This is an optimization exercise on Yosys and OpenROAD, whose aim is small area, a short achievable clock period and few clock cycles per item, not a production implementation.
At most, simulation tests tie the RTL to the original design; equivalence was not proved.

==> flow/design.v (excerpt) <==
module cnn_top (
	input  wire         clk,
	input  wire         reset_b,
	input  wire         run,
	output logic        busy,
	output logic [11:0] in_rd_addr,
	input  wire  [15:0] in_rd_data,
	output logic [11:0] weights_rd_addr,
	input  wire  [15:0] weights_rd_data,
	output logic [28:0] out_wr
);
	localparam int DRAIN_CYC = 5;
	logic        st_sz0, st_sz1, st_first, st_fetch, st_drain;
	logic [11:0] colptr;    
	logic [11:0] cn;        
	logic [5:0]  hw;        
	logic [1:0]  r;         
	logic        r3;        
	logic [5:0]  mcnt;      
	logic [5:0]  pcnt;      
	logic        mlast;     
	logic        plast;     
	logic        mfirst;    
	logic [2:0]  dcnt;
	logic [15:0] rdata_q;   
	logic        is_end;
	logic        step_end, img_end;
	logic [11:0] a_int, a_next;
	logic        trig_a, trig_b, trig_c;
	logic        last_a, last_b, last_c;
	assign is_end   = (rdata_q == 16'hFFFF);
	assign step_end = st_fetch && r3;
	assign img_end  = step_end && mlast && plast;
	always_ff @(posedge clk) begin
		if (!reset_b) begin
			busy     <= 1'b0;
			st_sz0   <= 1'b0;
			st_sz1   <= 1'b0;
			st_first <= 1'b0;
			st_fetch <= 1'b0;
			st_drain <= 1'b0;
			trig_a   <= 1'b0;
			in_rd_addr <= '0;
		end else begin
			trig_a   <= st_fetch && (r == 2'd1) && !mfirst;
			st_sz0   <= img_end;
			st_sz1   <= st_sz0 || run;
			st_first <= st_sz1;
			st_fetch <= (st_first && !is_end) || (st_fetch && !img_end);
			st_drain <= (st_first && is_end) || (st_drain && dcnt != 3'd0);
			if (run)
				busy <= 1'b1;
			else if (st_drain && dcnt == 3'd0)
				busy <= 1'b0;
			in_rd_addr <= a_next;
		end
  ...
For scale: roughly 2600 cells after synthesis, about 550 flip-flops, about 0.032 mm^2 of cells after synthesis.
Settings: LEC_CHECK=0, CAP_MARGIN=20, CORE_MARGIN=2, CORE_UTILIZATION=50, CTS_CLUSTER_DIAMETER=100, CTS_CLUSTER_SIZE=20, SETUP_SLACK_MARGIN=5, SLEW_MARGIN=70, SYNTH_HIERARCHICAL=1; clock period 10.0 ns.
run.sh (not shown) runs the stock make flow with config.mk's settings and CLKGATE_MAP_FILE= SYNTH_SCRIPT=/design/flow/synth_recipe.tcl, a recipe that flattens the netlist after the stock synthesis.
Rerun with:
==> flow/flow/run.sh (new file) <==
#!/bin/bash
set -euo pipefail
cd "$(dirname "$0")/.."
export SETUP_SLACK_MARGIN=6.3
export BUFFER_PORTS_ARGS="-buffer_cell sky130_fd_sc_hd__buf_2"
bash standard.sh > flow_make.log 2>&1
==> flow/standard.sh (new file) <==
#!/bin/bash
# synth_recipe.tcl (not shown) runs the flow's synth.tcl, then flattens the netlist and writes it again
# the make line also repeats each setting of config.mk as NAME=value (left out here)
make -C /OpenROAD-flow-scripts/flow DESIGN_CONFIG=/design/flow/config.mk WORK_HOME=/design/flow/orfs CLKGATE_MAP_FILE= SYNTH_SCRIPT=/design/flow/synth_recipe.tcl "${@:-finish}"
- CTS_CLUSTER_DIAMETER: 100 -> 80
- CTS_CLUSTER_SIZE: 20 -> 24
- SETUP_SLACK_MARGIN: 5 -> default
removed: flow/run.sh
Result: Cell count barely changes; wire length rose by a few percent; setup slack is better by 0.048 ns.
Rerun with:
--- a/flow/flow/run.sh
+++ b/flow/flow/run.sh
@@ -4 +4 @@
-export SETUP_SLACK_MARGIN=6.3
+export SETUP_SLACK_MARGIN=6.6
The new run finished clean.
Worst setup slack improved by 0.16 ns.
Cell count is higher by 2.2%.
Critical path depth stays the same.
Cell area is higher by 3.3%.
Hold slack is about the same.
First-iteration DRC count is lower by 1.4%.
Synthesized cell count stays the same.
Count of clock-buffer cells in the layout stays the same.
Register-to-register slack improved by 0.16 ns.
Rerun with:
==> flow/run.sh (new file) <==
#!/bin/bash
# synth_recipe.tcl (not shown) runs the flow's synth.tcl, then flattens the netlist and writes it again
# the make line also repeats each setting of config.mk as NAME=value (left out here)
make -C /OpenROAD-flow-scripts/flow DESIGN_CONFIG=/design/flow/config.mk WORK_HOME=/design/flow/orfs CLKGATE_MAP_FILE= SYNTH_SCRIPT=/design/flow/synth_recipe.tcl finish
- SETUP_SLACK_MARGIN: default -> 5
removed: flow/flow/run.sh
removed: flow/standard.sh
Outcome:
- The new run passed the timing, design-rule and antenna checks
- clock skew is lower by 0.0078 ns
- via count falls by 3.1%
- setup slack is worse by 0.17 ns
- clock-buffer cell count shrinks by 4
- synthesized area is unchanged
No functional check of the RTL was part of any run of this note.

---

Another version of the RTL of cnn_top (not shown whole).
For scale: roughly 480 flip-flops, ~0.032 sq mm of cells after synthesis.
export LEC_CHECK = 0
export CAP_MARGIN = 20
export CORE_MARGIN = 2
export CORE_UTILIZATION = 40
export SLEW_MARGIN = 20
create_clock -name core_clock -period 10.0 [get_ports {clk}]
Stock flow here: none of the scripts above is used.
Testbench counts at the start, summed over its fixed seeds: cycles 144,822, items 32,549.
Then changed:
- CORE_UTILIZATION: 40 -> 60
- SETUP_SLACK_MARGIN: unset -> 5
Result: The changed run produced a clean layout. Die area decreases by 33%. Cell area is lower by 1.7%. Final cell count goes down by 8.9%. Via count increases by 2.1%. Setup slack gets better by 0.84 ns. Non-clock buffer count climbs by 1. Routed wire length is higher by about 0.7%. Sequential share of layout area goes up by 0.51 points. Sequential cell count does not change. Global-route usage goes up by 12 points.
Then changed:
- ABC_CLOCK_PERIOD_IN_PS: unset -> 4000
=>
- The new run passed the timing, design-rule and antenna checks
- worst setup slack stays the same
- non-clock buffer count is unchanged
- clock skew is unchanged
- critical path depth is unchanged
- core utilization is unchanged
- global-route usage stays the same
- flip-flop and latch count stays the same

---

## job 8612
cnn_top, a different RTL version from the one above (not shown whole).
Size in the first run: roughly 2,700 cells after synthesis, ~580 flip-flops, about 89 I/O pins, roughly 32,000 um^2 of cells after synthesis.
Design cnn_top, start of the top module:
module cnn_top (
	input  wire         clk,
	input  wire         reset_b,
	input  wire         run,
	output logic        busy,
	output logic [11:0] in_rd_addr,
	input  wire  [15:0] in_rd_data,
	output logic [11:0] weights_rd_addr,
	input  wire  [15:0] weights_rd_data,
	output logic [28:0] out_wr
);
==> flow/config.mk <==
export PLATFORM = sky130hd
export DESIGN_NAME = cnn_top
export DESIGN_NICKNAME = cnn_top
export VERILOG_FILES = /design/flow/design.v
export SDC_FILE = /design/flow/constraint.sdc
export NUM_CORES = 4
export LEC_CHECK = 0
export CAP_MARGIN = 20
export CORE_MARGIN = 2
export CORE_UTILIZATION = 70
export CTS_CLUSTER_DIAMETER = 80
export CTS_CLUSTER_SIZE = 24
export SLEW_MARGIN = 70
export SYNTH_HIERARCHICAL = 1
==> flow/constraint.sdc <==
create_clock -name core_clock -period 10.0 [get_ports {clk}]
set_input_delay 2.0000 -clock core_clock [delete_from_list [all_inputs] [get_ports {clk}]]
set_output_delay 2.0000 -clock core_clock [all_outputs]
set_load 0.01 [all_outputs]
standard.sh (not shown) runs the stock make flow with config.mk's settings and CLKGATE_MAP_FILE= SYNTH_SCRIPT=/design/flow/synth_recipe.tcl, a recipe that flattens the netlist after the stock synthesis.
==> flow/flow/run.sh <==
#!/bin/bash
set -euo pipefail
cd "$(dirname "$0")/.."
export SETUP_SLACK_MARGIN=6.8
export BUFFER_PORTS_ARGS="-buffer_cell sky130_fd_sc_hd__buf_2"
bash standard.sh > flow_make.log 2>&1
Job 8612 finished every stage and its layout cleared the timing, design-rule and antenna checks.
Testbench counts of job 8612, summed over its fixed seeds: cycles 144,886, items 32,549.
Input-level comparison between job 1060 and job 8612:
--- a/flow/config.mk
+++ b/flow/config.mk
@@ -7,5 +7,6 @@
 export LEC_CHECK = 0
+export ABC_CLOCK_PERIOD_IN_PS = 3000
 export CAP_MARGIN = 20
 export CORE_MARGIN = 2
-export CORE_UTILIZATION = 70
+export CORE_UTILIZATION = 60
 export CTS_CLUSTER_DIAMETER = 80
--- outcome ---
For design area, job 1060 and job 8612 come out practically identical.
Clock network latency to the later pin of the worst-skew pair: job 8612 vs job 1060, no meaningful difference
The initial antenna violation count of job 1060 is higher than that of job 8612.
Looking at utilization after layout, job 1060 sits 11 points lower than job 8612 does.
Number of failing hold endpoints at the final stage came out exactly the same in job 1060 and job 8612.

---

cnn_top, a different RTL version from the one above (not shown whole).
Size: ~2600 cells after synthesis, roughly 550 flip-flops, about 89 I/O pins, ~31000 µm² of cells after synthesis.
export LEC_CHECK = 0
export CAP_MARGIN = 20
export CORE_MARGIN = 2
export CORE_UTILIZATION = 50
export CTS_CLUSTER_DIAMETER = 80
export CTS_CLUSTER_SIZE = 24
export SETUP_SLACK_MARGIN = 5
export SLEW_MARGIN = 70
export SYNTH_HIERARCHICAL = 1
create_clock -name core_clock -period 10.0 [get_ports {clk}]
run.sh (not shown) runs the stock make flow with config.mk's settings and CLKGATE_MAP_FILE= SYNTH_SCRIPT=/design/flow/synth_recipe.tcl, a recipe that flattens the netlist after the stock synthesis.
Stock flow here: none of the scripts above is used.
Edit:
--- a/flow/config.mk
+++ b/flow/config.mk
@@ -8,7 +8,5 @@
 export CAP_MARGIN = 20
 export CORE_MARGIN = 2
-export CORE_UTILIZATION = 50
-export CTS_CLUSTER_DIAMETER = 80
-export CTS_CLUSTER_SIZE = 24
+export CORE_UTILIZATION = 65
 export SETUP_SLACK_MARGIN = 5
 export SLEW_MARGIN = 70
Outcome:
- worst setup slack gets better by 0.046 ns
- clock-buffer cell count climbs by 33
- sequential share of layout area drops by 0.56 points
- hold slack gets worse by 0.0061 ns
- utilization climbs by 18 points
- wire length climbs by a few percent
- via count climbs slightly
- first-iteration DRC count climbs by a quarter to a third
- non-clock buffer count drops by 30
Edit:
==> flow/flow/run.sh (new file) <==
#!/bin/bash
set -euo pipefail
cd "$(dirname "$0")/.."
export SETUP_SLACK_MARGIN=7.5
bash standard.sh > flow_make.log 2>&1
==> flow/standard.sh (new file) <==
#!/bin/bash
# synth_recipe.tcl (not shown) runs the flow's synth.tcl, then flattens the netlist and writes it again
# the make line also repeats each setting of config.mk as NAME=value (left out here)
make -C /OpenROAD-flow-scripts/flow DESIGN_CONFIG=/design/flow/config.mk WORK_HOME=/design/flow/orfs CLKGATE_MAP_FILE= SYNTH_SCRIPT=/design/flow/synth_recipe.tcl "${@:-finish}"
--- a/flow/config.mk
+++ b/flow/config.mk
@@ -8,6 +8,5 @@
 export CAP_MARGIN = 20
 export CORE_MARGIN = 2
-export CORE_UTILIZATION = 65
-export SETUP_SLACK_MARGIN = 5
+export CORE_UTILIZATION = 50
 export SLEW_MARGIN = 70
 export SYNTH_HIERARCHICAL = 1
removed: flow/run.sh
Effect: First-iteration DRC count fell by 14%; routed wire length came out higher by 5.8%; final area went up by 9.2%; synthesized area does not change; clock skew goes up by 0.026 ns; final cell count climbs by 11%; critical path depth goes up by 7; non-clock buffer count is higher by 149; clock-buffer cell count came out higher by 2.
Edit:
==> flow/flow/run.sh (replaced) <==
#!/bin/bash
set -euo pipefail
cd "$(dirname "$0")/.."
export SETUP_SLACK_MARGIN=6.5
bash standard.sh > flow_make.log 2>&1
The changed run finished with timing, DRC and antenna clean.
Count of clock-buffer cells in the layout drops by 2.
Worst setup slack degrades by 0.061 ns.
Global-route usage drops by 1.1 points.
Wire length drops by 5.5%.
Final area drops by 5.9%.
Critical path depth drops by 2.
No functional check of the RTL was part of any run of this note.

---

## alpha
cnn_top with an RTL version that a note above also has.
Size: roughly 2700 cells after synthesis, ~580 flip-flops, ~89 I/O pins.
// cnn_top
module cnn_top (
	input  wire         clk,
	input  wire         reset_b,
	input  wire         run,
	output logic        busy,
	output logic [11:0] in_rd_addr,
	input  wire  [15:0] in_rd_data,
	output logic [11:0] weights_rd_addr,
	input  wire  [15:0] weights_rd_data,
	output logic [28:0] out_wr
);
	localparam int DRAIN_CYC = 5;
	logic        st_sz0, st_sz1, st_first, st_fetch, st_drain;
	logic [11:0] colptr;    
	logic [11:0] cn;        
	logic [5:0]  hw;        
	logic [1:0]  r;         
	logic        r3;        
	logic [5:0]  mcnt;      
	logic [5:0]  pcnt;      
	logic        mlast;     
	logic        plast;     
	logic        mfirst;    
	logic [2:0]  dcnt;
	logic [15:0] rdata_q;   
	logic        is_end;
	logic        step_end, img_end;
	logic [11:0] a_int, a_next;
	logic        trig_a, trig_b, trig_c;
	logic        last_a, last_b, last_c;
	assign is_end   = (rdata_q == 16'hFFFF);
	assign step_end = st_fetch && r3;
	assign img_end  = step_end && mlast && plast;
	always_ff @(posedge clk) begin
  ...
clock: 10.0 ns
lec_check: 0
cap_margin: 20
core_margin: 2
core_utilization: 60
cts_cluster_diameter: 80
cts_cluster_size: 24
slew_margin: 70
synth_hierarchical: 1
standard.sh (not shown) runs the stock make flow with config.mk's settings and CLKGATE_MAP_FILE= SYNTH_SCRIPT=/design/flow/synth_recipe.tcl, a recipe that flattens the netlist after the stock synthesis.
==> flow/flow/run.sh <==
#!/bin/bash
set -euo pipefail
cd "$(dirname "$0")/.."
export SETUP_SLACK_MARGIN=6.8
export BUFFER_PORTS_ARGS="-buffer_cell sky130_fd_sc_hd__buf_2"
bash standard.sh > flow_make.log 2>&1
Testbench counts of alpha, summed over its fixed seeds: cycles 144,886, items 32,549.
Input-level comparison between beta and alpha:
Settings: CORE_UTILIZATION: 60 -> 50; SLEW_MARGIN: 70 -> 20.
--- outcome ---
- Compared with alpha, first-iteration DRC count in beta increased by a few percent.
- Compared with alpha, beta shows a lower initial cell density of the core.
- Compared with alpha, beta shows a count of inserted tapcells that is about 23% higher.
- Any difference in adder-cell share of the synthesized area between alpha and beta is small enough to ignore.
- alpha → beta: final area climbed about 0.36%.
- The run with more routed wire is beta, not alpha.
- Combined global-route utilization of all metal layers for beta is lower than for alpha.
- The setup slack of beta is smaller than that of alpha.
Inputs modified between beta and gamma:
Settings: swapping 50 for 60 in CORE_UTILIZATION; swapping 20 for 70 in SLEW_MARGIN.
==> flow/flow/run.sh <==
#!/bin/bash
set -euo pipefail
cd "$(dirname "$0")/.."
export SETUP_SLACK_MARGIN=7.0
export BUFFER_PORTS_ARGS="-buffer_cell sky130_fd_sc_hd__buf_2"
bash standard.sh > flow_make.log 2>&1
## What came out
gamma finished every stage and its layout cleared the timing, design-rule and antenna checks.
Compared gamma vs beta, and non-clock buffer count is up in gamma.
Critical path launch point = op[2][5]: beta; critical path launch point = hi_q[1]: gamma
In the route summary, gamma ends up with a via count below that of beta.
Of the two values seen for endpoint of the most critical setup path, out_wr[9] was produced by gamma and u_eng.q42 by beta.
Across both runs, worst setup slack was higher for gamma than for beta.
Comparing beta against gamma, there is no change at all in instance count along the most critical hold path.
Critical path data arrival time down 2.57 ns in gamma wrt beta
beta → gamma: non-clock buffer share of cell area grew by 1.3 points, final wirelength shrank by 7.6%.

---

== run 4 ==
cnn_top with an RTL version that a note above also has.
Size: ~2600 cells after synthesis, ~89 I/O pins, ~31000 um2 of cells after synthesis.
==> flow/design.v (excerpt) <==
module cnn_top (
	input  wire         clk,
	input  wire         reset_b,
	input  wire         run,
	output logic        busy,
	output logic [11:0] in_rd_addr,
	input  wire  [15:0] in_rd_data,
	output logic [11:0] weights_rd_addr,
	input  wire  [15:0] weights_rd_data,
	output logic [28:0] out_wr
);
clock: 10.0 ns
lec_check: 0
cap_margin: 20
core_margin: 2
core_utilization: 50
cts_cluster_diameter: 100
cts_cluster_size: 20
setup_slack_margin: 5
slew_margin: 70
synth_hierarchical: 1
run.sh (not shown) runs the stock make flow with config.mk's settings and CLKGATE_MAP_FILE= SYNTH_SCRIPT=/design/flow/synth_recipe.tcl, a recipe that flattens the netlist after the stock synthesis.
Stock flow here: none of the scripts above is used.
Every stage of the flow completed for run 4, and the final layout passed the timing, design-rule and antenna checks.
[inputs] run 3 vs run 4
- a deleted CTS_CLUSTER_DIAMETER that had been 100
- a deleted CTS_CLUSTER_SIZE that had been 20
- an added ABC_AREA of 1
### Flow results
Looking at y dimension of the die, run 3 sits above run 4. Compared with run 4, maximum number of pins on one net before global-route repair in run 3 increased by more than a quarter. Per the comparison of run 3 with run 4, utilization picked up an extra 0.72 points; met3 wire length higher.
No functional check of the RTL was part of any run of this note.

-- port drivers added, routing unchanged --
No port has a modelled driver above. Below, the same layouts with a new extraction and two added sets of constraints.
Step 1 assumes that a clkbuf_16 drives the clock port and a buf_2 every other input.
Step 2 moves the port delays by t, midway between the first and last clock arrival at a register: inputs arrive t later, outputs are due t later. That takes back most of the time a late clock gives input paths.
Three values: ideal ports, drivers, drivers and shift; two values: the first two.
| run | t (ns) | slack for setup (ns) | hold slack, ns | slew at the worst register clock pin (ns) |
|---|---|---|---|---|
| the first run of note 1 | 0.649 | 6.324 / 6.324 / 6.324 | 0.329 / 0.329 / 0.329 | 0.09 / 0.09 |
| the second run of note 1 | 0.649 | 6.372 / 6.372 / 6.372 | 0.326 / 0.326 / 0.326 | 0.10 / 0.10 |
| the third run of note 1 | 0.649 | 6.533 / 6.533 / 6.533 | 0.326 / 0.326 / 0.326 | 0.10 / 0.10 |
| the fourth run of note 1 | 0.703 | 6.364 / 6.364 / 6.364 | 0.328 / 0.328 / 0.328 | 0.10 / 0.10 |
| the first run of note 2 | 0.681 | 4.434 / 4.434 / 4.434 | 0.324 / 0.324 / 0.324 | 0.07 / 0.07 |
| the second run of note 2 | 0.657 | 5.276 / 5.276 / 5.276 | 0.325 / 0.325 / 0.325 | 0.07 / 0.07 |
| the third run of note 2 | 0.657 | 5.276 / 5.276 / 5.276 | 0.325 / 0.325 / 0.325 | 0.07 / 0.07 |
| job 8612 | 0.635 | 6.878 / 6.818 / 6.878 | 0.325 / 0.325 / 0.325 | 0.10 / 0.10 |
| job 1060 | 0.627 | 6.910 / 6.847 / 6.865 | 0.333 / 0.333 / 0.333 | 0.10 / 0.10 |
| the first run of note 4 | 0.692 | 6.170 / 6.109 / 6.419 | 0.332 / 0.332 / 0.332 | 0.10 / 0.10 |
| the second run of note 4 | 0.670 | 6.216 / 6.159 / 6.365 | 0.326 / 0.326 / 0.326 | 0.08 / 0.08 |
| the third run of note 4 | 0.674 | 6.595 / 6.595 / 6.595 | 0.325 / 0.325 / 0.325 | 0.07 / 0.07 |
| the fourth run of note 4 | 0.669 | 6.534 / 6.492 / 6.525 | 0.320 / 0.320 / 0.320 | 0.08 / 0.08 |
| alpha | 0.627 | 6.910 / 6.847 / 6.865 | 0.333 / 0.333 / 0.333 | 0.10 / 0.10 |
| beta | 0.651 | 6.796 / 6.796 / 6.709 | 0.332 / 0.332 / 0.332 | 0.10 / 0.10 |
| gamma | 0.629 | 6.900 / 6.837 / 6.857 | 0.333 / 0.333 / 0.333 | 0.10 / 0.10 |
| run 4 | 0.635 | 6.255 / 6.193 / 6.449 | 0.330 / 0.330 / 0.330 | 0.09 / 0.09 |
| run 3 | 0.704 | 6.165 / 6.100 / 6.356 | 0.324 / 0.324 / 0.324 | 0.07 / 0.07 |
After both steps every run listed still meets setup and hold. The setup slack of beta, which loses most, moves by 0.000 ns with the drivers and by -0.087 ns with both steps.
